Context: an optimization exercise on an open-source flow, tuned for small area, a short achievable clock period and few clock cycles per item. The choices shown serve that exercise and are no tape-out recipe.
Function was checked by simulation only, so behaviour that the tests miss may differ from the original.

## bfu_dif_pipe
module bfu_dif_pipe (
  input  logic               clk,
  input  logic               rst,
  input  logic               in_valid,
  output logic               in_ready,
  input  logic               scale,
  input  logic signed [15:0] a_re,
  input  logic signed [15:0] a_im,
  input  logic signed [15:0] b_re,
  input  logic signed [15:0] b_im,
  input  logic signed [15:0] tw_re,
  input  logic signed [15:0] tw_im,
  output logic               out_valid,
  input  logic               out_ready,
  output logic signed [15:0] x_re,
  output logic signed [15:0] x_im,
  output logic signed [15:0] y_re,
  output logic signed [15:0] y_im
);
  logic en;
  assign en       = ~out_valid | out_ready;
  assign in_ready = en;
  logic n1, n2, n3, n4, n5, n6, n7, n8;
  logic n9, n10, n11, n12, n13, n14, n15, n16;
  logic n17, n18, n19, n20, n21, n22, n23, n24;
  logic n25, n26, n27, n28, n29, n30, n31, n32;
  logic n33, n34, n35, n36, n37, n38, n39, n40;
  logic n41, n42, n43, n44, n45, n46, n47, n48;
  logic n49, n50, n51, n52, n53, n54, n55, n56;
  logic n57, n58, n59, n60, n61, n62, n63, n64;
  logic n65, n66, n67, n68, n69, n70, n71, n72;
  logic n73, n74, n75, n76, n77, n78, n79, n80;
  logic n81, n82, n83, n84, n85, n86, n87, n88;
  logic n89, n90, n91, n92, n93, n94, n95, n96;
  logic n97, n98, n99, n100, n101, n102, n103, n104;
  logic n105, n106, n107, n108, n109, n110, n111, n112;
  logic n113, n114, n115, n116, n117, n118, n119, n120;
  logic n121, n122, n123, n124, n125, n126, n127, n128;
  logic n129, n130, n131, n132, n133, n134, n135, n136;
  logic n137, n138, n139, n140, n141, n142, n143, n144;
  logic n145, n146, n147, n148, n149, n150, n151, n152;
  logic n153, n154, n155, n156, n157, n158, n159, n160;
  logic n161, n162, n163, n164, n165, n166, n167, n168;
  logic n169, n170, n171, n172, n173, n174, n175, n176;
  logic n177, n178, n179, n180, n181, n182, n183, n184;
  logic n185, n186, n187, n188, n189, n190, n191, n192;
  logic n193, n194, n195, n196, n197, n198, n199, n200;
  logic n201, n202, n203, n204, n205, n206, n207, n208;
  logic n209, n210, n211, n212, n213, n214, n215, n216;
  logic n217, n218, n219, n220, n221, n222, n223, n224;
  logic n225, n226, n227, n228, n229, n230, n231, n232;
  logic n233, n234, n235, n236, n237, n238, n239, n240;
  logic n241, n242, n243, n244, n245, n246, n247, n248;
  ...
export LEC_CHECK = 0
export ABC_AREA = 1
export CAP_MARGIN = 20
export CORE_MARGIN = 2
export CORE_UTILIZATION = 60
export CTS_CLUSTER_DIAMETER = 100
export CTS_CLUSTER_SIZE = 20
export SETUP_SLACK_MARGIN = 4
export SLEW_MARGIN = 20
export SYNTH_HIERARCHICAL = 1
create_clock -name core_clock -period 8.0 [get_ports {clk}]
run.sh (not shown) runs the stock make flow with config.mk's settings and CLKGATE_MAP_FILE= SYNTH_SCRIPT=/design/flow/synth_recipe.tcl, a recipe that flattens the netlist after the stock synthesis.
Testbench counts at the start, summed over its fixed seeds: cycles 12,024, items 12,000.
Next try:
==> flow/flow/run.sh (new file) <==
#!/bin/bash
# Own layout flow: the standard flow (standard.sh: standard synthesis,
# floorplan, placement, CTS, routing, finish) with one change: the buffer that
# port buffering puts on every input and output port is
# sky130_fd_sc_hd__buf_2 instead of buffer_ports' default choice
# (clkdlybuf4s50_1, a slower and larger delay buffer).
cp standard.sh standard_sh.txt
export BUFFER_PORTS_ARGS="-buffer_cell sky130_fd_sc_hd__buf_2"
bash standard.sh > standard.log 2>&1
status=$?
grep -h "RSZ-002[78]" orfs/logs/*/*/*/3_3_place_gp.log > port_buffers.log 2>&1
exit $status
==> flow/standard.sh (new file) <==
#!/bin/bash
# synth_recipe.tcl (not shown) runs the flow's synth.tcl, then flattens the netlist and writes it again
# the make line also repeats each setting of config.mk as NAME=value (left out here)
make -C /OpenROAD-flow-scripts/flow DESIGN_CONFIG=/design/flow/config.mk WORK_HOME=/design/flow/orfs CLKGATE_MAP_FILE= SYNTH_SCRIPT=/design/flow/synth_recipe.tcl "${@:-finish}"
--- a/flow/config.mk
+++ b/flow/config.mk
@@ -11,4 +11,2 @@
 export CORE_UTILIZATION = 60
-export CTS_CLUSTER_DIAMETER = 100
-export CTS_CLUSTER_SIZE = 20
 export SETUP_SLACK_MARGIN = 4
removed: flow/run.sh
Clock-buffer cell count came out higher by 16.
Cell area decreases slightly.
Wire length decreases slightly.
Clock skew came out higher by 0.0072 ns.
Synthesized cell count stays the same.
Synthesized area stays the same.
Register-to-register slack gets better by 0.04 ns.

static timing again, ports no longer ideal:
No port has a modelled driver above. Below, the same layouts with a new extraction and two added sets of constraints. Step 1, drivers: a clkbuf_16 drives clk and a buf_2 each remaining input, both assumed. Step 2, shift: input delay + t, output delay - t, t = (earliest + latest rising clock arrival at the registers) / 2. This alone moves slack from input paths to output paths. Three values: no drivers, after step 1, after step 2; two values: the first two.
| run | shift t [ns] | slack for setup (ns) | pins driven straight from the clock port |
|---|---|---|---|
| the first run | 0.692 | 3.991 / 3.991 / 3.515 | 1 |
| the second run | 0.663 | 4.027 / 4.027 / 3.595 | 1 |
After both steps setup and hold are still met in every run listed. The setup slack of the first run, which loses most, moves by 0.000 ns with the drivers and by -0.476 ns with both steps.
